Source: an optimization exercise on an open RTL-to-GDS flow (aim: small area, a short achievable clock period and few clock cycles per item). Production flows keep margins and buffers that such runs may drop.
Only simulation tests tie the RTL to the original design; equivalence was not proved.
Power figures rest on the tool's default switching activity, not on a simulated workload.

## flow/design.v

```verilog
`timescale 1ns / 1ps
`default_nettype none
package cocc_pkg;
  localparam int NUM_CHANNELS = 6;
  localparam int SAMPLE_BITS  = 10;
  localparam int OP_W     = 3;
  localparam int CH_W     = 3;
  localparam int RULE_W   = 3;
  localparam int DATA_W   = 32;
  localparam int SAMPLE_W = 10;
  localparam int LEFT_W   = 10;
  localparam int IDX_W = (NUM_CHANNELS > 1) ? $clog2(NUM_CHANNELS) : 1;
  localparam int                 MS_PER_SEC = 1000;
  localparam logic [DATA_W-1:0]  DIV_MAGIC  = 32'h10624DD3;
  localparam int                 DIV_SHIFT  = 38;
  localparam int                 Q_W        = 23;
  localparam logic [SAMPLE_W-1:0] SAMPLE_MASK =
    SAMPLE_W'((33'd1 << SAMPLE_BITS) - 33'd1);
  typedef enum logic [OP_W-1:0] {
    OP_EVAL   = 3'd0,
    OP_SET    = 3'd1,
    OP_TOGGLE = 3'd2,
    OP_KILL   = 3'd3,
    OP_READ   = 3'd4
  } op_t;
  localparam logic [RULE_W-1:0] RULE_TIMER  = 3'd0;
  localparam logic [RULE_W-1:0] RULE_PULSE  = 3'd1;
  localparam logic [RULE_W-1:0] RULE_RISING = 3'd2;
  localparam logic [RULE_W-1:0] RULE_ABOVE  = 3'd3;
  localparam logic [RULE_W-1:0] RULE_BELOW  = 3'd4;
  typedef struct packed {
    logic capture;
    logic load;
    logic exec;
    logic pin;
    logic elap;
    logic mul;
    logic apply;
    logic check;
    logic respond;
    logic phase;
  } cocc_cmd_t;
  typedef struct packed {
    logic op_eval;
    logic in_range;
    logic enabled;
    logic on_off;
    logic rule_timer;
    logic out_free;
  } cocc_stat_t;
endpackage
`default_nettype wire
`timescale 1ns / 1ps
`default_nettype none
module cocc_ctrl (
  input  wire logic clk,
  input  wire logic rst_n,
  input  wire logic in_valid,
  output logic      in_ready,
  input  wire logic out_ready,
  output logic      out_valid,
  input  wire logic need_step,    
  output logic      load,         
  output logic      go,           
  output logic      done,         
  output logic      slow          
);
  logic s_valid_r;
  logic out_valid_r;
  logic slow_r;
  logic out_free;
  assign out_free  = !out_valid_r || out_ready;
  assign go        = s_valid_r && out_free;
  assign done      = go && !need_step;
  assign in_ready  = !s_valid_r || done;
  assign load      = in_valid && in_ready;
  assign out_valid = out_valid_r;
  assign slow      = slow_r;
  always_ff @(posedge clk) begin
    if (!rst_n) begin
      s_valid_r   <= 1'b0;
      out_valid_r <= 1'b0;
      slow_r      <= 1'b0;
    end else begin
      if (load)           s_valid_r <= 1'b1;
      else if (done)      s_valid_r <= 1'b0;
      if (done)           out_valid_r <= 1'b1;
      else if (out_ready) out_valid_r <= 1'b0;
      if (done)           slow_r <= 1'b0;
      else if (go)        slow_r <= 1'b1;
    end
  end
endmodule
`default_nettype wire
`timescale 1ns / 1ps
`default_nettype none
module cocc_dp (
  input  wire logic                          clk,
  input  wire logic                          rst_n,
  input  wire logic                          load,
  input  wire logic                          go,
  input  wire logic                          done,
  input  wire logic                          slow,
  output logic                               need_step,
  input  wire logic [cocc_pkg::OP_W-1:0]     in_op,
  input  wire logic [cocc_pkg::CH_W-1:0]     in_channel,
  input  wire logic [cocc_pkg::DATA_W-1:0]   in_now_ms,
  input  wire logic                          in_pin_level,
  input  wire logic [cocc_pkg::SAMPLE_W-1:0] in_analog_sample,
  input  wire logic [cocc_pkg::RULE_W-1:0]   in_cond_on,
  input  wire logic [cocc_pkg::RULE_W-1:0]   in_cond_off,
  input  wire logic [cocc_pkg::DATA_W-1:0]   in_value_on,
  input  wire logic [cocc_pkg::DATA_W-1:0]   in_value_off,
  input  wire logic                          in_initial_state,
  output logic [cocc_pkg::CH_W-1:0]          out_channel_out,
  output logic                               out_active,
  output logic                               out_out_level,
  output logic                               out_cur_state,
  output logic [cocc_pkg::RULE_W-1:0]        out_rule_on,
  output logic [cocc_pkg::RULE_W-1:0]        out_rule_off,
  output logic [cocc_pkg::DATA_W-1:0]        out_target_on,
  output logic [cocc_pkg::DATA_W-1:0]        out_target_off,
  output logic [cocc_pkg::DATA_W-1:0]        out_progress
);
  localparam int NCH = cocc_pkg::NUM_CHANNELS;
  localparam int DW  = cocc_pkg::DATA_W;
  localparam int RW  = cocc_pkg::RULE_W;
  localparam int LW  = cocc_pkg::LEFT_W;
  localparam int SW  = cocc_pkg::SAMPLE_W;
  localparam int CW  = cocc_pkg::CH_W;
  localparam logic [DW-1:0] SAT_MAX = '1;
  function automatic logic [2*DW-1:0] csa(input logic [DW-1:0] a, input logic [DW-1:0] b,
                                          input logic [DW-1:0] c, input logic ci);
    csa = {a ^ b ^ c,
           (a[DW-2:0] & b[DW-2:0]) | (a[DW-2:0] & c[DW-2:0]) | (b[DW-2:0] & c[DW-2:0]), ci};
  endfunction
  logic [cocc_pkg::OP_W-1:0] s_op;
  logic [CW-1:0]             s_ch;
  logic [DW-1:0]             s_now;
  logic                      s_pin;
  logic [SW-1:0]             s_smp;
  logic [RW-1:0]             s_con, s_coff;
  logic [DW-1:0]             s_von, s_voff;
  logic                      s_init;
  logic [5:0] s_sel;
  logic       wr;
  logic       vld_m [NCH];    
  always_ff @(posedge clk) begin
    if (load) begin
      for (int c = 0; c < 6; c++)
        s_sel[c] <= (in_channel == CW'(c)) && (vld_m[c] || (wr && s_ch == CW'(c)));
      s_op   <= in_op;
      s_ch   <= in_channel;
      s_now  <= in_now_ms;
      s_pin  <= in_pin_level;
      s_smp  <= in_analog_sample;
      s_con  <= in_cond_on;
      s_coff <= in_cond_off;
      s_von  <= in_value_on;
      s_voff <= in_value_off;
      s_init <= in_initial_state;
    end
  end
  logic          en_m   [NCH];
  logic          on_m   [NCH];
  logic          pin_m  [NCH];
  logic          lvl_m  [NCH];
  logic [RW-1:0] ron_m  [NCH];
  logic [RW-1:0] roff_m [NCH];
  logic [DW-1:0] ton_m  [NCH];
  logic [DW-1:0] toff_m [NCH];
  logic [DW-1:0] prog_m [NCH];
  logic [DW-1:0] last_m [NCH];
  logic [LW-1:0] left_m [NCH];
  logic [NCH-1:0] sel_i;
  logic           in_range;
  logic          c_en, c_on, c_pin, c_lvl;
  logic [RW-1:0] c_ron, c_roff;
  logic [DW-1:0] c_ton, c_toff, c_prog;
  logic [LW-1:0] c_left;
  assign in_range = (s_ch < CW'(NCH));
  always_comb begin
    c_en = 1'b0; c_on = 1'b0; c_pin = 1'b0; c_lvl = 1'b0;
    c_ron = '0; c_roff = '0; c_ton = '0; c_toff = '0; c_prog = '0; c_left = '0;
    for (int c = 0; c < NCH; c++) begin
      sel_i[c] = s_sel[c];
      c_en   |= sel_i[c] & en_m[c];
      c_on   |= sel_i[c] & on_m[c];
      c_pin  |= sel_i[c] & pin_m[c];
      c_lvl  |= sel_i[c] & lvl_m[c];
      c_ron  |= {RW{sel_i[c]}} & ron_m[c];
      c_roff |= {RW{sel_i[c]}} & roff_m[c];
      c_ton  |= {DW{sel_i[c]}} & ton_m[c];
      c_toff |= {DW{sel_i[c]}} & toff_m[c];
      c_prog |= {DW{sel_i[c]}} & prog_m[c];
      c_left |= {LW{sel_i[c]}} & left_m[c];
    end
  end
  logic          op_eval, op_set, op_toggle, op_kill;
  logic [RW-1:0] rule;
  logic [DW-1:0] tgt;
  assign op_eval   = (s_op == 3'd0);
  assign op_set    = (s_op == 3'd1);
  assign op_toggle = (s_op == 3'd2);
  assign op_kill   = (s_op == 3'd3);
  assign rule      = c_on ? c_roff : c_ron;
  assign tgt       = c_on ? c_toff : c_ton;
  logic          bw_on, bw_off;
  logic [DW-1:0] dm_on, dm_off;
  logic          ge;
  logic [8:1]    dm_is;
  assign {bw_on, dm_on}   = {1'b0, c_ton} - {1'b0, c_prog};
  assign {bw_off, dm_off} = {1'b0, c_toff} - {1'b0, c_prog};
  always_comb begin
    if (c_on) begin
      ge = bw_off || (dm_off == '0);
      for (int k = 1; k <= 8; k++) dm_is[k] = (dm_off == DW'(k));
    end else begin
      ge = bw_on || (dm_on == '0);
      for (int k = 1; k <= 8; k++) dm_is[k] = (dm_on == DW'(k));
    end
  end
  logic [DW-1:0] e_s_r;
  logic          e_big;
  logic [12:0]   e13;
  logic [8:1]    cmp;
  logic [3:0]    q;
  logic [12:0]   qk;
  logic [LW-1:0] r;
  logic          fire;
  assign e_big = |e_s_r[DW-1:13];
  assign e13   = e_s_r[12:0];
  always_comb begin
    q  = '0;
    qk = '0;
    for (int k = 1; k <= 8; k++) begin
      cmp[k] = (e13 >= 13'(1000 * k));
      if (cmp[k]) begin
        q  = 4'(k);
        qk = 13'(1000 * k);
      end
    end
  end
  assign r    = LW'(e13 - qk);
  assign fire = slow || cmp[1];
  logic [22:0]   q1;
  logic [DW-1:0] e_next;
  logic          timer_eval;
  logic [DW-1:0] ea, eb, ec;
  logic [DW-1:0] q1_s, q1_c;
  logic [DW-1:0] t_s1, t_c1, t_s2, t_c2, t_s3, t_c3, t_s4, t_c4, t_s5, t_c5, t_s6, t_c6, t_s7, t_c7;
  assign ea = e_s_r >> 10;
  assign eb = e_s_r >> 16;
  assign ec = e_s_r >> 17;
  assign {q1_s, q1_c} = csa(ea, eb, ec, 1'b0);
  assign q1           = 23'(q1_s + q1_c);
  assign {t_s1, t_c1} = csa(DW'(e_s_r[9:0]), ea << 4, ea << 3, 1'b1);
  assign {t_s2, t_c2} = csa(~(eb << 10), eb << 4, eb << 3, 1'b1);
  assign {t_s3, t_c3} = csa(~(ec << 10), ec << 4, ec << 3, 1'b0);
  assign {t_s4, t_c4} = csa(t_s1, t_c1, t_s2, 1'b0);
  assign {t_s5, t_c5} = csa(t_c2, t_s3, t_c3, 1'b0);
  assign {t_s6, t_c6} = csa(t_s4, t_c4, t_s5, 1'b0);
  assign {t_s7, t_c7} = csa(t_c5, t_s6, t_c6, 1'b0);
  assign e_next       = DW'(22'(t_s7 + t_c7));
  assign timer_eval = op_eval && in_range && c_en && (rule == cocc_pkg::RULE_TIMER);
  assign need_step  = timer_eval && e_big;
  logic          ev;
  logic [3:0]    inc;
  logic [DW:0]   inc_sum;
  logic [DW-1:0] inc_prog;
  logic          hit1;
  logic [DW-1:0] prog1;
  logic          lvl1;
  logic          upd_t;
  function automatic logic [DW-1:0] below(input logic [DW-1:0] t, input logic [SW-1:0] s);
    logic [DW:0] tw;
    logic [DW:0] d;
    tw = {t, 1'b0};
    d  = tw - (DW+1)'(s);
    if (tw <= (DW+1)'(s)) below = '0;
    else if (d[DW])       below = SAT_MAX;
    else                  below = d[DW-1:0];
  endfunction
  logic          bhit_on;
  logic [DW-1:0] blw;
  assign bhit_on = (c_ton == '0) || (c_ton >= DW'(s_smp));
  assign blw     = below((!c_on && (c_ron == cocc_pkg::RULE_BELOW) && !bhit_on) ? c_ton : c_toff, s_smp);
  assign ev = (rule == cocc_pkg::RULE_PULSE)  ? (!s_pin && c_lvl) :
              (rule == cocc_pkg::RULE_RISING) ? (s_pin && !c_lvl) : 1'b0;
  always_comb begin
    unique case (rule)
      cocc_pkg::RULE_TIMER:                         inc = q;
      cocc_pkg::RULE_PULSE, cocc_pkg::RULE_RISING:  inc = {3'b0, ev};
      default:                                      inc = 4'd0;
    endcase
  end
  assign inc_sum  = {1'b0, c_prog} + (need_step ? (DW+1)'(q1) : (DW+1)'(inc));
  assign inc_prog = inc_sum[DW] ? SAT_MAX : inc_sum[DW-1:0];
  assign upd_t    = (rule == cocc_pkg::RULE_TIMER) && fire;
  always_comb begin
    prog1 = inc_prog;
    lvl1  = c_lvl;
    hit1  = ge;
    unique case (rule)
      cocc_pkg::RULE_TIMER: begin
        for (int k = 1; k <= 8; k++) if (dm_is[k] && cmp[k]) hit1 = 1'b1;
      end
      cocc_pkg::RULE_PULSE, cocc_pkg::RULE_RISING: begin
        lvl1 = s_pin;
        if (ev && dm_is[1]) hit1 = 1'b1;
      end
      cocc_pkg::RULE_ABOVE: begin
        prog1 = DW'(s_smp);
        hit1  = (DW'(s_smp) >= tgt);
      end
      cocc_pkg::RULE_BELOW: begin
        prog1 = blw;
        hit1  = (tgt == '0) || (tgt >= DW'(s_smp));
      end
      default: ;
    endcase
  end
  logic [DW-1:0] prog2;
  logic          lvl2;
  logic          hit2;
  logic          toff0;
  assign toff0 = (c_toff == '0);
  always_comb begin
    prog2 = '0;
    lvl2  = 1'b0;
    hit2  = toff0;
    unique case (c_roff)
      cocc_pkg::RULE_PULSE: begin
        lvl2 = s_pin;
      end
      cocc_pkg::RULE_RISING: begin
        lvl2  = s_pin;
        prog2 = DW'(s_pin);
        hit2  = s_pin ? (c_toff <= DW'(1)) : toff0;
      end
      cocc_pkg::RULE_ABOVE: begin
        prog2 = DW'(s_smp);
        hit2  = (DW'(s_smp) >= c_toff);
      end
      cocc_pkg::RULE_BELOW: begin
        prog2 = blw;
        hit2  = toff0 || (c_toff >= DW'(s_smp));
      end
      default: ;
    endcase
  end
  logic          n_on, n_pin, n_lvl;
  logic [DW-1:0] n_prog;
  logic [LW-1:0] n_left;
  logic          cfg_w, last_w, left_w;
  always_comb begin
    n_on = c_on; n_pin = c_pin; n_lvl = c_lvl; n_prog = c_prog;
    if (need_step) begin
      n_prog = inc_prog;
    end else if (op_eval) begin
      if (c_en) begin
        n_pin = c_on;
        if (hit1) begin
          if (!c_on && !hit2) begin
            n_on   = 1'b1;
            n_prog = prog2;
            n_lvl  = lvl2;
          end else begin
            n_on   = 1'b0;
            n_prog = '0;
            n_lvl  = 1'b0;
          end
        end else begin
          n_prog = prog1;
          n_lvl  = lvl1;
        end
      end
    end else if (op_set) begin
      n_on   = s_init;
      n_prog = '0;
      n_lvl  = 1'b0;
    end else if (op_toggle) begin
      n_on   = !c_on;
      n_prog = '0;
      n_lvl  = 1'b0;
    end else if (op_kill) begin
      n_pin  = 1'b0;
      n_on   = 1'b0;
      n_prog = '0;
      n_lvl  = 1'b0;
    end
  end
  assign cfg_w  = op_set || op_kill;
  assign last_w = !need_step && chg_t;
  assign left_w = !need_step && (op_set || op_kill || (op_eval && c_en && (hit1 || upd_t)));
  assign n_left = (op_eval && !hit1) ? r : '0;
  logic [NCH-1:0] sel_n;
  logic [DW-1:0]  p_last;
  logic [LW-1:0]  p_left;
  logic [DW-1:0]  e_pre;
  logic [DW-1:0]  d_now;
  logic [DW-1:0]  e_fwd;
  logic [DW-1:0]  e_fwd_a;
  logic           same_ch;
  logic           chg_t;
  logic           keep_left;
  always_comb begin
    p_last = '0;
    p_left = '0;
    for (int c = 0; c < NCH; c++) begin
      sel_n[c] = (in_channel == CW'(c)) && vld_m[c];
      p_last |= {DW{sel_n[c]}} & last_m[c];
      p_left |= {LW{sel_n[c]}} & left_m[c];
    end
  end
  logic [DW-1:0]  pre_s, pre_c;
  assign {pre_s, pre_c} = csa(in_now_ms, DW'(p_left), ~p_last, 1'b1);
  assign e_pre   = pre_s + pre_c;
  assign d_now   = in_now_ms - s_now;
  assign keep_left = op_toggle;
  assign chg_t     = op_set || op_kill || op_toggle || (op_eval && c_en && (hit1 || upd_t));
  assign same_ch = done && in_range && (in_channel == s_ch);
  assign e_fwd_a = d_now + DW'(keep_left ? c_left : r);
  assign e_fwd   = (keep_left || (op_eval && c_en && upd_t && !hit1)) ? e_fwd_a : d_now;
  always_ff @(posedge clk) begin
    if (load)    e_s_r <= (same_ch && chg_t) ? e_fwd : e_pre;
    else if (go) e_s_r <= e_next;
  end
  assign wr = go && in_range;
  always_ff @(posedge clk) begin
    if (!rst_n) begin
      for (int c = 0; c < NCH; c++) vld_m[c] <= 1'b0;
    end else begin
      for (int c = 0; c < NCH; c++) if (wr && s_ch == CW'(c)) vld_m[c] <= 1'b1;
    end
  end
  always_ff @(posedge clk) begin
    for (int c = 0; c < NCH; c++) begin
      if (wr && s_ch == CW'(c)) begin
        on_m[c]   <= n_on;
        pin_m[c]  <= n_pin;
        lvl_m[c]  <= n_lvl;
        prog_m[c] <= n_prog;
      end
      if (wr && s_ch == CW'(c) && (cfg_w || !vld_m[c])) begin
        en_m[c]   <= op_set;
        ron_m[c]  <= op_set ? s_con  : '0;
        roff_m[c] <= op_set ? s_coff : '0;
        ton_m[c]  <= op_set ? s_von  : '0;
        toff_m[c] <= op_set ? s_voff : '0;
      end
      if (wr && s_ch == CW'(c) && last_w) last_m[c] <= s_now;
      if (wr && s_ch == CW'(c) && left_w) left_m[c] <= n_left;
    end
  end
  logic [CW-1:0]  ch_o_r;
  logic [NCH-1:0] sel_o;
  always_ff @(posedge clk) begin
    if (done) ch_o_r <= s_ch;
  end
  always_comb begin
    out_active = 1'b0; out_out_level = 1'b0; out_cur_state = 1'b0;
    out_rule_on = '0; out_rule_off = '0; out_target_on = '0; out_target_off = '0; out_progress = '0;
    for (int c = 0; c < NCH; c++) begin
      sel_o[c] = (ch_o_r == CW'(c)) && vld_m[c];
      out_active     |= sel_o[c] & en_m[c];
      out_out_level  |= sel_o[c] & pin_m[c];
      out_cur_state  |= sel_o[c] & on_m[c];
      out_rule_on    |= {RW{sel_o[c]}} & ron_m[c];
      out_rule_off   |= {RW{sel_o[c]}} & roff_m[c];
      out_target_on  |= {DW{sel_o[c]}} & ton_m[c];
      out_target_off |= {DW{sel_o[c]}} & toff_m[c];
      out_progress   |= {DW{sel_o[c]}} & prog_m[c];
    end
  end
  assign out_channel_out = ch_o_r;
endmodule
`default_nettype wire
`timescale 1ns / 1ps
`default_nettype none
module conditional_output_channel_controller (
  input  wire logic                          clk,
  input  wire logic                          rst_n,
  input  wire logic                          in_valid,
  output logic                               in_ready,
  input  wire logic [cocc_pkg::OP_W-1:0]     in_op,
  input  wire logic [cocc_pkg::CH_W-1:0]     in_channel,
  input  wire logic [cocc_pkg::DATA_W-1:0]   in_now_ms,
  input  wire logic                          in_pin_level,
  input  wire logic [cocc_pkg::SAMPLE_W-1:0] in_analog_sample,
  input  wire logic [cocc_pkg::RULE_W-1:0]   in_cond_on,
  input  wire logic [cocc_pkg::RULE_W-1:0]   in_cond_off,
  input  wire logic [cocc_pkg::DATA_W-1:0]   in_value_on,
  input  wire logic [cocc_pkg::DATA_W-1:0]   in_value_off,
  input  wire logic                          in_initial_state,
  output logic                               out_valid,
  input  wire logic                          out_ready,
  output logic [cocc_pkg::CH_W-1:0]          out_channel_out,
  output logic                               out_active,
  output logic                               out_out_level,
  output logic                               out_cur_state,
  output logic [cocc_pkg::RULE_W-1:0]        out_rule_on,
  output logic [cocc_pkg::RULE_W-1:0]        out_rule_off,
  output logic [cocc_pkg::DATA_W-1:0]        out_target_on,
  output logic [cocc_pkg::DATA_W-1:0]        out_target_off,
  output logic [cocc_pkg::DATA_W-1:0]        out_progress
);
  logic need_step;
  logic load;
  logic go;
  logic done;
  logic slow;
  cocc_ctrl u_ctrl (
    .clk       (clk),
    .rst_n     (rst_n),
    .in_valid  (in_valid),
    .in_ready  (in_ready),
    .out_ready (out_ready),
    .out_valid (out_valid),
    .need_step (need_step),
    .load      (load),
    .go        (go),
    .done      (done),
    .slow      (slow)
  );
  cocc_dp u_dp (
    .clk              (clk),
    .rst_n            (rst_n),
    .load             (load),
    .go               (go),
    .done             (done),
    .slow             (slow),
    .need_step        (need_step),
    .in_op            (in_op),
    .in_channel       (in_channel),
    .in_now_ms        (in_now_ms),
    .in_pin_level     (in_pin_level),
    .in_analog_sample (in_analog_sample),
    .in_cond_on       (in_cond_on),
    .in_cond_off      (in_cond_off),
    .in_value_on      (in_value_on),
    .in_value_off     (in_value_off),
    .in_initial_state (in_initial_state),
    .out_channel_out  (out_channel_out),
    .out_active       (out_active),
    .out_out_level    (out_out_level),
    .out_cur_state    (out_cur_state),
    .out_rule_on      (out_rule_on),
    .out_rule_off     (out_rule_off),
    .out_target_on    (out_target_on),
    .out_target_off   (out_target_off),
    .out_progress     (out_progress)
  );
endmodule
`default_nettype wire
```

## flow/run.sh

```bash
#!/bin/bash
# synth_recipe.tcl (not shown) runs the flow's synth.tcl, then flattens the netlist and writes it again
# the make line also repeats each setting of config.mk as NAME=value (left out here)
make -C /OpenROAD-flow-scripts/flow DESIGN_CONFIG=/design/flow/config.mk WORK_HOME=/design/flow/orfs CLKGATE_MAP_FILE= SYNTH_SCRIPT=/design/flow/synth_recipe.tcl finish
```

## flow/config.mk

```make
export PLATFORM = sky130hd
export DESIGN_NAME = conditional_output_channel_controller
export DESIGN_NICKNAME = conditional_output_channel_controller
export VERILOG_FILES = /design/flow/design.v
export SDC_FILE = /design/flow/constraint.sdc
export NUM_CORES = 4
export LEC_CHECK = 0
export CAP_MARGIN = 20
export CORE_MARGIN = 2
export CORE_UTILIZATION = 60
export CTS_BUF_LIST = sky130_fd_sc_hd__clkbuf_8 sky130_fd_sc_hd__clkbuf_4
export SETUP_SLACK_MARGIN = 3.0
export SLEW_MARGIN = 20
```

## flow/constraint.sdc

```tcl
create_clock -name core_clock -period 9.0 [get_ports {clk}]
set_input_delay 1.8000 -clock core_clock [delete_from_list [all_inputs] [get_ports {clk}]]
set_output_delay 1.8000 -clock core_clock [all_outputs]
set_load 0.01 [all_outputs]
```

==> results of run 1 <==
-- state kept, by name, indices dropped and copies added (netlist names), 18 cells and up --
signal / flops
u_dp.e_s_r: 32
u_dp.last_m: 192
u_dp.left_m: 60
u_dp.prog_m: 192
u_dp.roff_m: 18
u_dp.ron_m: 18
u_dp.s_now: 32
u_dp.s_voff: 32
u_dp.s_von: 32
u_dp.toff_m: 192
u_dp.ton_m: 192
-- timing repair --
action	in CTS	in global routing
pin swaps	135	138
endpoints found under the hold margin	0	0
gates resized for setup	502	211
setup buffers	219	41
setup endpoints to repair	677	549
gates cloned	31	8
-- routing by layer --
layer | vias up | wire length [µm]
met4 | 10 | 17300
li1 | 21500 | -
met5 | - | 55
met2 | 3859 | 100000
met3 | 885 | 27300
met1 | 24900 | 78900
-- worst max-delay path, delay by kind of cell (launching register included) --
family / cells / cell delay, ns
buffers and inverters: 7 / 1.18
DFF: 1 / 0.45
and+or+nand+nor: 5 / 1.04
adders and majority gates: 2 / 0.66
AOI/OAI and AO/OA: 16 / 3.04
-- kinds of logic (layout without fill, tap and decap cells) --
group / after synthesis / count (layout)
flip-flops: 1058 / 1058
multiplexers: 46 / 46
AND/OR/NAND/NOR: 1270 / 1276
XOR/XNOR: 182 / 182
buffers and inverters: 602 / 1263
AO/OA/AOI/OAI: 1668 / 1673
adder cells (fa/ha/maj): 408 / 408
other: 0 / 8
-- power breakdown --
part | internal [µW] | leakage [µW] | total (µW) | switching, µW
clock | 2140 | 0.00174 | 4160 | 2020
sequential | 5920 | 0.00934 | 6130 | 211
combinational | 6220 | 0.0156 | 14500 | 8320
total | 14300 | 0.0267 | 24800 | 10500
-- final cells by class --
| cell class | count | share of cell area, % |
|---|---|---|
| Tap cell | 1298 | 2.18 |
| Clock buffer | 214 | 3.56 |
| Sequential cell | 1058 | 42.5 |
| Clock inverter | 89 | 0.911 |
| Inverter | 335 | 1.74 |
| Antenna cell | 8 | 0.0268 |
| Timing Repair Buffer | 625 | 9.03 |
| Multi-Input combinational cell | 3585 | 40.1 |
-- placed cells by master (no fill, tap or decap), types with 123 or more instances in the layout --
cell type	n
edfxtp_1	1049
clkdlybuf4s50_1	230
nor2_1	255
clkbuf_8	168
a21oi_1	174
nand2_1	213
buf_4	237
ha_1	245
inv_1	299
a22oi_1	684
nand3_1	206
xnor2_1	123
-- stage by stage --
stage	utilization [%]	setup slack (ns)	hold WS (ns)	power (µW)
floorplan	-	2.64	0.511	16100
global placement	65.0	1.26	0.530	19000
detailed placement	65.0	1.19	0.534	19200
CTS	73.1	2.59	0.558	23900
global route	74.6	2.33	0.608	26300
finish	74.6	2.44	0.564	24800
-- path summary, 6_finish.rpt --
kind                                      endpoint  slack, ns  cells past startpoint
worst min-delay path            u_dp.last_m[3][26]       0.56                      0
worst max-delay path             u_dp.prog_m[4][3]       2.44                     30
worst min register to register  u_dp.last_m[3][26]       0.56                      0
worst max register to register   u_dp.prog_m[4][3]       2.44                     30
==> summary.txt, run 1 <==
status: finished clean
CTS Root Cell: clkbuf_8
max-cap check violation count: 0
final max-slew violation count: 0
first-pass GRT wire length: 319000 µm
top-count cell post-synth: edfxtp_1
final hold vios: 0
Final Non-Filler Cells: 7212
Synth Cell Area: 60500 µm²
IO Count: 234
Tcrit/Tclk final: 72.9%
CP max FO: 31
Most common cell on crit path: a21oi_1
main area contributors after synthesis: edfxtp_1, a22oi_1, ha_1
net count of the mapped netlist: 5766
initial antenna violation count: 16
Hold Buf Count CTS: 0
worst ir drop on vdd: 0.803 mV
Vias/cell: 7.10
FF/Latch Area: 31700 µm²
Core ar.: 100000 µm²
Seq cells post-synth: 1058
chip width: 321 µm
clk sinks: 1058
met2 Track Usage GR: 64.9%
footprint of the multi-input gates: 29900 µm²
Post-DP HPWL: 140000 µm
Gate Count Post-Synth: 5234
routing usage on met1: 52.9%
main combinational cell family by area after synthesis: compound AO/OA/AOI/OAI gates
Rel. slew slack: 17.4%
RSZ-0062 raised after global routing: true
FFs w/ async S/R, synth: 0%
fin crit period: 6.56 ns
Syn. warnings: 14
GPL Wtd Cong: 1.07
Yosys cell types: 107
crit start category: flip-flop
final setup violation count: 0
Vias: 51200
worst-margin pin slew: 1.23 ns
crit end category: flip-flop
Synth top area share: 52.1%
Bufs on Longest Clock Path: 3
Hold Path Class: reg2reg
clock latency at the later pin of the worst-skew pair: 0.91 ns
Fillers: 6606
setup TNS: 0 ns
Design Area, Final: 74600 µm²
post-synthesis adder-cell area fraction: 9.87%
GRT overflow: 0
GRT Resource Usage Total: 41.9%
worst reg2reg startpoint: u_dp.s_sel[1]
worst clock skew: 0.0665 ns
antenna viol nets, final: 0
vias in the first global route: 48700
CTS tree: done
Critical Path Max Stage Delay: 0.54 ns
Yosys top cell by area: edfxtp_1
routed wire length per instance: 31.0 µm
Mean Syn Cell Area: 11.6 µm²
Max Clk Rate: 152 MHz
Post-synth EDFFs: 1049
Pre-antenna DRT Iters: 8
TritonCTS Buffers: 168
sequential-to-total area share from yosys stat: 52.4%
CP required: 9.74 ns
CP startpoint: u_dp.s_sel[1]
dominant synthesized flop cell: edfxtp_1
share of post-route cells with drive strength above 1: 21.0%
htree depth: 4
initial DRC count: 7091
drt drc: 0
drt total wl: 224000 µm
Port-buffer cells: 233
Layout Nets: 6305
clk slew on worst S/H paths: 0.09 ns
Worst Path Arrival: 7.30 ns
largest net degree at the start of global routing: 106
most used routing layer: met2
Power Density: 333 nW/µm²
XOR/XNOR share of the synthesized area: 2.64%
Rows: 116
Pleak: 0.0267 µW
CP Class: reg2reg
Placed Area: 65000 µm²
die area: 103000 µm²
cell count after placement: 6601
multiplexer share of the synthesized area: 0.815%
P&R area growth vs syn: 23.4%
Commonest cells post-synth: edfxtp_1, a22oi_1, inv_1
critical path's slowest cell: or4_1
met3 GRT Util: 10.4%
chip height: 321 µm
hold path start: u_dp.s_now[26]
compound-gate portion of the synthesized area: 19.8%
Starting Density: 60.5%
simple-gate area share of the yosys netlist: 10.6%
Testbench counts, summed over its fixed seeds: cycles 8,287, items 8,037.
==> run 2: changes to the inputs <==
--- a/flow/design.v
+++ b/flow/design.v
@@ -130,4 +130,20 @@
   localparam int CW  = cocc_pkg::CH_W;
   localparam logic [DW-1:0] SAT_MAX = '1;
+  function automatic logic [2*DW+1:0] csa33(input logic [DW:0] a, input logic [DW:0] b,
+                                            input logic [DW:0] c);
+    csa33 = {a ^ b ^ c, (a[DW-1:0] & b[DW-1:0]) | (a[DW-1:0] & c[DW-1:0]) | (b[DW-1:0] & c[DW-1:0]), 1'b0};
+  endfunction
+  function automatic logic uge(input logic [DW-1:0] a, input logic [DW-1:0] b);
+    logic [DW-1:0] g, e;
+    g = a & ~b;
+    e = ~(a ^ b);
+    for (int w = 1; w < DW; w = w * 2) begin
+      for (int i = 0; i + w < DW; i = i + 2 * w) begin
+        g[i] = g[i + w] | (e[i + w] & g[i]);
+        e[i] = e[i + w] & e[i];
+      end
+    end
+    uge = g[0] | e[0];
+  endfunction
   function automatic logic [2*DW-1:0] csa(input logic [DW-1:0] a, input logic [DW-1:0] b,
                                           input logic [DW-1:0] c, input logic ci);
@@ -206,19 +222,18 @@
   assign rule      = c_on ? c_roff : c_ron;
   assign tgt       = c_on ? c_toff : c_ton;
-  logic          bw_on, bw_off;
-  logic [DW-1:0] dm_on, dm_off;
   logic          ge;
   logic [8:1]    dm_is;
-  assign {bw_on, dm_on}   = {1'b0, c_ton} - {1'b0, c_prog};
-  assign {bw_off, dm_off} = {1'b0, c_toff} - {1'b0, c_prog};
-  always_comb begin
-    if (c_on) begin
-      ge = bw_off || (dm_off == '0);
-      for (int k = 1; k <= 8; k++) dm_is[k] = (dm_off == DW'(k));
-    end else begin
-      ge = bw_on || (dm_on == '0);
-      for (int k = 1; k <= 8; k++) dm_is[k] = (dm_on == DW'(k));
-    end
-  end
+  logic [27:0]   t_hi, p_hi, pn_hi;
+  logic          eq0, eq1, dz_hi;
+  logic [4:0]    d4;
+  assign t_hi  = tgt[31:4];
+  assign p_hi  = c_prog[31:4];
+  assign pn_hi = ~p_hi;
+  assign eq0   = (t_hi == p_hi);
+  assign eq1   = ((t_hi ^ pn_hi) == {t_hi[26:0] | pn_hi[26:0], 1'b0});
+  assign d4    = {1'b0, tgt[3:0]} - {1'b0, c_prog[3:0]};
+  assign dz_hi = d4[4] ? eq1 : eq0;
+  assign ge    = uge(c_prog, tgt);
+  always_comb for (int k = 1; k <= 8; k++) dm_is[k] = dz_hi && (d4[3:0] == 4'(k));
   logic [DW-1:0] e_s_r;
   logic          e_big;
@@ -244,15 +259,11 @@
   assign r    = LW'(e13 - qk);
   assign fire = slow || cmp[1];
-  logic [22:0]   q1;
   logic [DW-1:0] e_next;
   logic          timer_eval;
   logic [DW-1:0] ea, eb, ec;
-  logic [DW-1:0] q1_s, q1_c;
   logic [DW-1:0] t_s1, t_c1, t_s2, t_c2, t_s3, t_c3, t_s4, t_c4, t_s5, t_c5, t_s6, t_c6, t_s7, t_c7;
   assign ea = e_s_r >> 10;
   assign eb = e_s_r >> 16;
   assign ec = e_s_r >> 17;
-  assign {q1_s, q1_c} = csa(ea, eb, ec, 1'b0);
-  assign q1           = 23'(q1_s + q1_c);
   assign {t_s1, t_c1} = csa(DW'(e_s_r[9:0]), ea << 4, ea << 3, 1'b1);
   assign {t_s2, t_c2} = csa(~(eb << 10), eb << 4, eb << 3, 1'b1);
@@ -295,6 +306,13 @@
     endcase
   end
-  assign inc_sum  = {1'b0, c_prog} + (need_step ? (DW+1)'(q1) : (DW+1)'(inc));
-  assign inc_prog = inc_sum[DW] ? SAT_MAX : inc_sum[DW-1:0];
+  logic [DW:0]   ps1, pc1, ps2, pc2;
+  logic [DW:0]   step_sum;
+  logic [DW-1:0] step_prog;
+  assign inc_sum    = {1'b0, c_prog} + (DW+1)'(inc);
+  assign inc_prog   = inc_sum[DW] ? SAT_MAX : inc_sum[DW-1:0];
+  assign {ps1, pc1} = csa33({1'b0, c_prog}, (DW+1)'(ea), (DW+1)'(eb));
+  assign {ps2, pc2} = csa33(ps1, pc1, (DW+1)'(ec));
+  assign step_sum   = ps2 + pc2;
+  assign step_prog  = step_sum[DW] ? SAT_MAX : step_sum[DW-1:0];
   assign upd_t    = (rule == cocc_pkg::RULE_TIMER) && fire;
   always_comb begin
@@ -357,5 +375,5 @@
     n_on = c_on; n_pin = c_pin; n_lvl = c_lvl; n_prog = c_prog;
     if (need_step) begin
-      n_prog = inc_prog;
+      n_prog = step_prog;
     end else if (op_eval) begin
       if (c_en) begin
@@ -456,6 +474,10 @@
   logic [CW-1:0]  ch_o_r;
   logic [NCH-1:0] sel_o;
+  logic [NCH-1:0] sel_o_r;
   always_ff @(posedge clk) begin
-    if (done) ch_o_r <= s_ch;
+    if (done) begin
+      ch_o_r <= s_ch;
+      for (int c = 0; c < NCH; c++) sel_o_r[c] <= (s_ch == CW'(c));
+    end
   end
   always_comb begin
@@ -463,5 +485,5 @@
     out_rule_on = '0; out_rule_off = '0; out_target_on = '0; out_target_off = '0; out_progress = '0;
     for (int c = 0; c < NCH; c++) begin
-      sel_o[c] = (ch_o_r == CW'(c)) && vld_m[c];
+      sel_o[c] = sel_o_r[c];
       out_active     |= sel_o[c] & en_m[c];
       out_out_level  |= sel_o[c] & pin_m[c];
==> summary.txt, run 2 <==
status: finished clean
final hold vios: 0
IO Count: 234
Post-synth EDFFs: 1055
drt drc: 0
chip width: 318 µm
Hold Path Class: reg2reg
Layout Nets: 5833
crit end category: flip-flop
Post-DP HPWL: 129000 µm
max-cap check violation count: 0
hold endpoint: u_dp.last_m[1][9]
Bufs on Longest Clock Path: 3
clk sinks: 1064
Fillers: 7008
Pre-antenna DRT Iters: 9
GPL Wtd Cong: 1.01
Seq cells post-synth: 1064
CP Class: reg2reg
P&R area growth vs syn: 16.7%
Commonest cells post-synth: edfxtp_1, a22oi_1, inv_1
setup TNS: 0 ns
Synth Cell Area: 59200 µm²
worst clock skew: 0.0378 ns
worst-margin pin slew: 1.11 ns
GRT Resource Usage Total: 37.8%
Rows: 115
antenna viol nets, final: 0
fin crit period: 6.02 ns
CTS tree: done
RSZ-0062 raised after global routing: true
vias in the first global route: 44400
crit start category: flip-flop
initial DRC count: 6330
Yosys cell types: 108
final max-slew violation count: 0
Power Density: 352 nW/µm²
Port-buffer cells: 233
most frequent cells in the layout: edfxtp_1, a22oi_1, inv_1
die area: 101000 µm²
Starting Density: 60.3%
Pleak: 0.0249 µW
final setup violation count: 0
FFs w/ async S/R, synth: 0%
Core ar.: 98100 µm²
Vias: 46000
Mean Syn Cell Area: 12.0 µm²
drt total wl: 196000 µm
CTS Root Cell: clkbuf_8
chip height: 318 µm
Hold Buf Count CTS: 0
Register-to-Register Path Depth: 23
dominant synthesized flop cell: edfxtp_1
Vias/cell: 6.84
hold depth: 0
worst reg2reg setup slack: 2.98 ns
worst reg2reg startpoint: u_dp.s_sel[1]
TritonCTS Buffers: 169
Pwr Total: 24300 µW
Synth top area share: 53.5%
Worst R2R End: u_dp.prog_m[1][11]
routed wire length per instance: 29.1 µm
Tcrit/Tclk final: 66.9%
hold path start: u_dp.s_now[9]
GRT overflow: 0
initial antenna violation count: 5
clk slew on worst S/H paths: 0.06 ns
CP max FO: 19
largest net degree at the start of global routing: 91
Max Clk Rate: 166 MHz
top-count cell post-synth: edfxtp_1
first-pass GRT wire length: 284000 µm
commonest non-fill, non-tap cell in the layout: edfxtp_1
htree depth: 4
main area contributors after synthesis: edfxtp_1, a22oi_1, ha_1
Worst Path Arrival: 6.63 ns
net count of the mapped netlist: 5464
sequential-to-total area share from yosys stat: 53.8%
worst ir drop on vdd: 1.04 mV
Gate Count Post-Synth: 4930
CP startpoint: u_dp.s_sel[1]
Yosys top cell by area: edfxtp_1
Rel. slew slack: 26.1%
Syn. warnings: 14
share of post-route cells with drive strength above 1: 14.5%
CP required: 9.61 ns
final hold slack: 0.576 ns
clock latency at the later pin of the worst-skew pair: 0.87 ns
## run 2: stage by stage
step           instances  cell area (µm²)  util [%]  setup slack (ns)
6_report            6732            69100      70.4              2.98
2_1_floorplan       4930            59400         -              2.71
4_1_cts             6650            67600      68.9              3.00
3_5_place_dp        6271            62600      63.8              1.42
5_1_grt             6730            69100      70.4              2.83
3_3_place_gp        6271            62600      63.8              1.48
## run 2: final cells by class
| type | instances | area (µm²) | area share [%] |
|---|---|---|---|
| flip-flops and latches | 1064 | 31900 | 46.1 |
| multi-input cells | 3260 | 26000 | 37.7 |
| well taps | 1287 | 1610 | 2.33 |
| clock buffers | 214 | 2690 | 3.89 |
| diodes | 4 | 10.0 | 0.0145 |
| clock inverters | 99 | 711 | 1.03 |
| inverters | 352 | 1340 | 1.94 |
| repair buffers | 452 | 4820 | 6.98 |
## run 2: logic make-up after synthesis
| logic type | count (synthesis) | synth area share (%) |
|---|---|---|
| AOI/OAI and AO/OA | 1506 | 18.3 |
| xor gates and xnor gates | 184 | 2.72 |
| adders and majority gates | 410 | 10.5 |
| buffers and inverters | 612 | 4.61 |
| DFF | 1064 | 53.8 |
| muxes | 27 | 0.478 |
| and+or+nand+nor | 1127 | 9.55 |
## run 2: worst max-delay path by stage
stage / to / slack [ns] / cells after the start
global route: u_dp.prog_m[3][27] / 2.83 / 23
floorplan: u_dp.last_m[0][0] / 2.71 / 22
finish: u_dp.prog_m[1][11] / 2.98 / 23
detailed placement: u_dp.e_s_r[31] / 1.42 / 21
CTS: u_dp.prog_m[5][14] / 3.00 / 22
global placement: u_dp.e_s_r[31] / 1.48 / 21
## run 2: what timing repair did
| action | CTS | global route |
|---|---|---|
| cloned | 10 | 8 |
| pin swaps | 31 | 38 |
| endpoints found under the setup margin | 549 | 495 |
| setup buffers | 56 | 69 |
| resized for setup | 172 | 166 |
## run 2: report_power, final
| part | internal [µW] | switching, µW |
|---|---|---|
| clock network | 2190 | 1990 |
| logic | 6010 | 7940 |
| registers | 5970 | 203 |
| total | 14200 | 10100 |
## run 2: metal layers
| metal | wire, µm | track usage [%] |
|---|---|---|
| met4 | 10600 | 19.4 |
| met1 | 75000 | 50.7 |
| met5 | 30 | 0 |
| met3 | 21100 | 8.44 |
| met2 | 89500 | 58.1 |
## run 2: worst max-delay path, cell delays in order, from the launching register on
cell and delay (ns):
edfxtp_1 0.45, buf_4 0.16, buf_4 0.15, a22oi_2 0.17, buf_4 0.16, nand3_4 0.11
buf_4 0.19, buf_4 0.20, o21ai_0 0.49, ha_1 0.36, xnor2_1 0.14, nor4_1 0.58
nand4_1 0.16, o22a_2 0.30, a2111o_1 0.37, a22oi_2 0.19, a211o_4 0.20, o211a_4 0.21
o21ai_4 0.10, buf_4 0.17, nor3_4 0.32, buf_6 0.15, a2111oi_4 0.04, a221oi_4 0.35
Testbench counts of run 2, summed over its fixed seeds: cycles 8,287, items 8,037.
==> run 3: changes to the inputs <==
--- a/flow/config.mk
+++ b/flow/config.mk
@@ -10,4 +10,6 @@
 export CORE_UTILIZATION = 60
 export CTS_BUF_LIST = sky130_fd_sc_hd__clkbuf_8 sky130_fd_sc_hd__clkbuf_4
-export SETUP_SLACK_MARGIN = 3.0
+export CTS_CLUSTER_DIAMETER = 80
+export CTS_CLUSTER_SIZE = 12
+export SETUP_SLACK_MARGIN = 3.3
 export SLEW_MARGIN = 20
==> summary.txt, run 3 <==
status: finished clean
worst ir drop on vdd: 1.15 mV
final max-slew violation count: 0
first-pass GRT wire length: 288000 µm
CTS Root Cell: clkbuf_8
drt drc: 0
Starting Density: 60.3%
Rel. slew slack: 29.8%
Power Density: 343 nW/µm²
Seq cells post-synth: 1064
Mean Syn Cell Area: 12.0 µm²
final hold slack: 0.582 ns
simple-gate area share of the yosys netlist: 9.55%
GRT overflow: 0
Bufs on Longest Clock Path: 3
clk sinks: 1064
setup TNS: 0 ns
chip height: 318 µm
compound-gate portion of the synthesized area: 18.3%
RSZ-0062 raised after global routing: true
die area: 101000 µm²
drt total wl: 200000 µm
vias in the first global route: 44900
Tcrit/Tclk final: 66.5%
htree depth: 3
clock latency at the later pin of the worst-skew pair: 0.85 ns
Commonest cells post-synth: edfxtp_1, a22oi_1, inv_1
crit end category: flip-flop
max-cap check violation count: 0
CTS tree: done
most frequent cells in the layout: edfxtp_1, a22oi_1, inv_1
Pleak: 0.0251 µW
Max Clk Rate: 167 MHz
Post-DP HPWL: 130000 µm
CP Class: reg2reg
initial DRC count: 6103
Core ar.: 98100 µm²
fin crit period: 5.98 ns
main combinational cell family by area after synthesis: compound AO/OA/AOI/OAI gates
Synth top area share: 53.5%
DP Worst Slack: 1.41 ns
P&R area growth vs syn: 18.2%
GPL Wtd Cong: 0.996
IO Count: 234
initial antenna violation count: 6
GRT Resource Usage Total: 38.1%
crit start category: flip-flop
Gate Count Post-Synth: 4930
Worst Path Arrival: 6.63 ns
Hold Path Class: reg2reg
commonest non-fill, non-tap cell in the layout: edfxtp_1
CP required: 9.65 ns
Yosys cell types: 108
FFs w/ async S/R, synth: 0%
Vias/cell: 6.91
routed wire length per instance: 29.9 µm
net count of the mapped netlist: 5464
Final Core Density: 71.3%
final setup violation count: 0
Final Non-Filler Cells: 6705
CP max FO: 7
largest net degree at the start of global routing: 87
final hold vios: 0
Pre-antenna DRT Iters: 8
Rows: 115
worst-margin pin slew: 1.05 ns
clk slew on worst S/H paths: 0.08 ns
cell count after placement: 6290
sequential-to-total area share from yosys stat: 53.8%
worst clock skew: 0.0695 ns
Layout Nets: 5919
footprint of the multi-input gates: 27200 µm²
Yosys top cell by area: edfxtp_1
main area contributors after synthesis: edfxtp_1, a22oi_1, ha_1
top-count cell post-synth: edfxtp_1
final worst slack: 3.02 ns
share of post-route cells with drive strength above 1: 17.8%
post-synthesis adder-cell area fraction: 10.5%
Syn. warnings: 14
TritonCTS Buffers: 100
FF/Latch Area: 31900 µm²
Vias: 46300
dominant synthesized flop cell: edfxtp_1
Synth Cell Area: 59200 µm²
Port-buffer cells: 233
multiplexer share of the synthesized area: 0.478%
Fillers: 6911
XOR/XNOR share of the synthesized area: 2.72%
chip width: 318 µm
Post-synth EDFFs: 1055
antenna viol nets, final: 0
## run 3: cell counts after synthesis
No cell type changed its count.
## run 3: layout make-up
type,instances,share of cell area [%]
flip-flops and latches,1064,45.6
multi-input cells,3267,38.9
repair buffers,600,8.92
well taps,1287,2.30
clock buffers,120,2.20
inverters,352,1.94
clock inverters,11,0.222
diodes,4,0.0143
## run 3: logic make-up after synthesis
logic type | count (synthesis)
compound gates | 1506
simple gates | 1127
flops | 1064
buf+inv | 612
fa+ha+maj | 410
xor+xnor | 184
mux | 27
## run 3: routing by layer
layer	global-route usage [%]	part of all wire, %	vias up
met5	0	0.021	-
met4	20.5	6.0	6
met3	7.99	11	673
met2	58.4	45	3108
met1	51.4	38	22700
li1	-	-	19900
## run 3: final timing paths
check | startpoint | end | slack [ns] | depth (start not counted)
worst max-delay path | u_dp.s_sel[4] | u_dp.prog_m[3][14] | 3.02 | 23
worst min-delay path | u_ctrl.s_valid_r | u_ctrl.s_valid_r | 0.58 | 2
worst max register to register | u_dp.s_sel[4] | u_dp.prog_m[3][14] | 3.02 | 23
worst min register to register | u_ctrl.s_valid_r | u_ctrl.s_valid_r | 0.58 | 2
## run 3: stage by stage
step	instance area, µm²	power (µW)
after global placement	62900	19300
after floorplan	59700	16500
after detailed placement	62900	19400
final	69900	24000
after global routing	69900	25900
after CTS	67800	22900
## run 3: report_power, final
part	switching (µW)	internal, µW
Clock	1660	1120
Sequential	181	5960
Combinational	8470	6570
## run 3: what timing repair did
item | in CTS | in global routing
hold buffers | 0 | 0
gates cloned | 22 | 6
setup endpoints to repair | 613 | 534
pin swaps | 87 | 144
resized for setup | 315 | 291
setup buffers | 158 | 94
## run 3: critical path, stage by stage, from the launching register on
cell and delay (ns):
edfxtp_1 0.56, buf_6 0.21, buf_12 0.14, buf_4 0.16
a22oi_2 0.23, nand3_4 0.18, mux2_4 0.33, or4_4 0.51
a31oi_4 0.23, ha_4 0.17, inv_2 0.04, fa_2 0.36
nor2b_2 0.14, o21a_1 0.19, o211ai_1 0.14, or3_4 0.38
or4_4 0.56, nor2_4 0.27, buf_4 0.16, buf_6 0.09
a21oi_1 0.03, o221a_1 0.26, o221ai_2 0.17, o221a_4 0.27
==> run 4: changes to the inputs <==
--- a/flow/config.mk
+++ b/flow/config.mk
@@ -12,4 +12,4 @@
 export CTS_CLUSTER_DIAMETER = 80
 export CTS_CLUSTER_SIZE = 12
-export SETUP_SLACK_MARGIN = 3.3
+export SETUP_SLACK_MARGIN = 3.15
 export SLEW_MARGIN = 20
==> summary.txt, run 4 <==
Hold Path Class: reg2reg
CP required: 9.58 ns
RSZ-0062 raised after global routing: true
first-pass GRT wire length: 290000 µm
most frequent cells in the layout: edfxtp_1, a22oi_1, inv_1
final max-slew violation count: 0
drt drc: 0
chip width: 318 µm
Commonest cells post-synth: edfxtp_1, a22oi_1, inv_1
Yosys top cell by area: edfxtp_1
routed wire length per instance: 30.5 µm
max-cap check violation count: 0
main area contributors after synthesis: edfxtp_1, a22oi_1, ha_1
clk slew on worst S/H paths: 0.09 ns
Yosys cell types: 108
Fillers: 6993
CP Class: reg2reg
Layout Nets: 5901
Bufs on Longest Clock Path: 3
status: finished clean
Tcrit/Tclk final: 66.9%
Final Non-Filler Cells: 6699
IO Count: 234
net count of the mapped netlist: 5464
P&R area growth vs syn: 17.6%
final hold vios: 0
Rows: 115
FFs w/ async S/R, synth: 0%
Core ar.: 98100 µm²
Synth top area share: 53.5%
TritonCTS Buffers: 102
Pre-antenna DRT Iters: 10
chip height: 318 µm
Synth Cell Area: 59200 µm²
Gate Count Post-Synth: 4930
GRT Resource Usage Total: 38.6%
initial antenna violation count: 8
Syn. warnings: 14
cell count after placement: 6275
crit end category: flip-flop
Vias: 46800
antenna viol nets, final: 0
Hold Buf Count CTS: 0
GPL Wtd Cong: 1.05
CTS Root Cell: clkbuf_8
fin crit period: 6.02 ns
CP max FO: 8
vias in the first global route: 44600
DP Worst Slack: 1.29 ns
clk sinks: 1064
Design Area, Final: 69600 µm²
Placed Area: 62700 µm²
Post-DP HPWL: 128000 µm
Seq cells post-synth: 1064
worst ir drop on vdd: 0.926 mV
Rel. slew slack: 22.0%
largest net degree at the start of global routing: 88
crit start category: flip-flop
worst clock skew: 0.0785 ns
Pleak: 0.0249 µW
final hold slack: 0.582 ns
htree depth: 3
drt total wl: 204000 µm
share of post-route cells with drive strength above 1: 16.6%
dominant synthesized flop cell: edfxtp_1
final setup violation count: 0
CTS tree: done
GRT overflow: 0
worst-margin pin slew: 1.17 ns
Post-synth EDFFs: 1055
Mean Syn Cell Area: 12.0 µm²
die area: 101000 µm²
Power Density: 334 nW/µm²
setup TNS: 0 ns
commonest non-fill, non-tap cell in the layout: edfxtp_1
Port-buffer cells: 233
Worst Path Arrival: 6.60 ns
sequential-to-total area share from yosys stat: 53.8%
clock latency at the later pin of the worst-skew pair: 0.85 ns
Vias/cell: 6.99
top-count cell post-synth: edfxtp_1
Max Clk Rate: 166 MHz
Starting Density: 60.3%
initial DRC count: 6719
final worst slack: 2.98 ns
run 4: cell counts after synthesis:
No cell type changed its count.
run 4: final timing paths:
path	start	endpoint	slack [ns]	cells after the start
max reg2reg	u_dp.s_sel[2]	u_dp.prog_m[1][30]	2.98	24
min	u_ctrl.slow_r	u_ctrl.slow_r	0.58	3
min reg2reg	u_ctrl.slow_r	u_ctrl.slow_r	0.58	3
max	u_dp.s_sel[2]	u_dp.prog_m[1][30]	2.98	24
run 4: layout make-up:
type                       count  area [µm²]  share of cell area, %
sequential                  1064       31900                   45.8
inverter                     352        1350                   1.94
timing repair buffer         577        6150                   8.83
multi-input combinational   3270       26900                   38.6
tap                         1287        1610                   2.31
clock inverter                12         115                  0.165
antenna                        9        22.5                 0.0324
clock buffer                 128        1610                   2.32
run 4: cells by family (layout without fill, tap and decap cells):
logic type | count (synthesis) | in the layout | synth area share (%)
simple gates | 1127 | 1139 | 9.55
other cells | 0 | 9 | 0
fa+ha+maj | 410 | 410 | 10.5
buf+inv | 612 | 1069 | 4.61
mux | 27 | 27 | 0.478
xor+xnor | 184 | 184 | 2.72
flops | 1064 | 1064 | 53.8
compound gates | 1506 | 1510 | 18.3
run 4: per-stage QoR:
stage | total power [µW] | util [%]
after detailed placement | 19300 | 63.9
after global placement | 19200 | 63.9
after floorplan | 16500 | -
after global routing | 25100 | 70.9
final | 23300 | 70.9
after CTS | 22600 | 68.0
run 4: what timing repair did:
action                                  CTS  global route
endpoints found under the setup margin  610           527
resized for setup                       263           282
cloned                                   21            22
pin swaps                                44           109
buffers inserted                         90           141
run 4: worst max-delay path, stage by stage (launching register included):
cell	delay, ns
edfxtp_1	0.42
buf_6	0.17
buf_16	0.14
a22oi_2	0.18
buf_4	0.16
nand3_4	0.14
buf_6	0.17
buf_12	0.13
mux2i_4	0.23
ha_2	0.22
inv_2	0.04
fa_1	0.47
or4_4	0.54
nor4_4	0.16
nand4_1	0.15
o22a_2	0.32
a2111o_1	0.37
a22oi_2	0.22
a211o_4	0.22
o211a_4	0.29
buf_4	0.16
o21ai_4	0.14
nor2_4	0.18
nand2_1	0.14
a221oi_4	0.39
run 4: layer usage:
metal,part of all wire (%),track usage [%],up-vias
li1,-,-,19900
met2,45,59.4,3369
met1,37,53.0,22900
met4,6.1,19.2,4
met3,12,7.27,691
met5,0.013,0,-
run 4: where the power goes:
group / switching (µW) / total [µW] / internal, µW
Clock: 1650 / 2820 / 1160
Combinational: 8120 / 14300 / 6160
Sequential: 189 / 6150 / 5960
Total: 9960 / 23300 / 13300

what the ideal ports hide:
The results above use ideal ports. As a check the final layouts listed here were re-extracted and re-timed, cells and wires unchanged.
Step 1 sets driving cells, clkbuf_16 on the clock port and buf_2 on the other inputs (assumed; they add their load-dependent delay and slew).
Step 2 moves the port delays by t, midway between the first and last clock arrival at a register: inputs arrive t later, outputs are due t later. That takes back most of the time a late clock gives input paths.
Slacks: ideal / step 1 / step 2; pairs: ideal / step 1.
| run | t, ns | setup WS [ns] | worst setup path at the end | latest minus earliest clock arrival (ns) | worst register clock-pin slew, ns |
|---|---|---|---|---|---|
| run 1 | 0.948 | 2.439 / 2.439 / 1.930 | input to register | 0.068 / 0.068 | 0.09 / 0.09 |
| run 2 | 0.924 | 2.977 / 2.977 / 2.284 | input to register | 0.038 / 0.038 | 0.08 / 0.08 |
| run 3 | 0.891 | 3.015 / 3.015 / 2.544 | input to register | 0.070 / 0.069 | 0.10 / 0.10 |
| run 4 | 0.891 | 2.980 / 2.980 / 2.370 | input to register | 0.079 / 0.078 | 0.11 / 0.11 |
After both steps setup and hold are still met in every run listed. For run 2, which loses most, drivers alone change the setup slack by 0.000 ns; drivers and shift together by -0.693 ns.
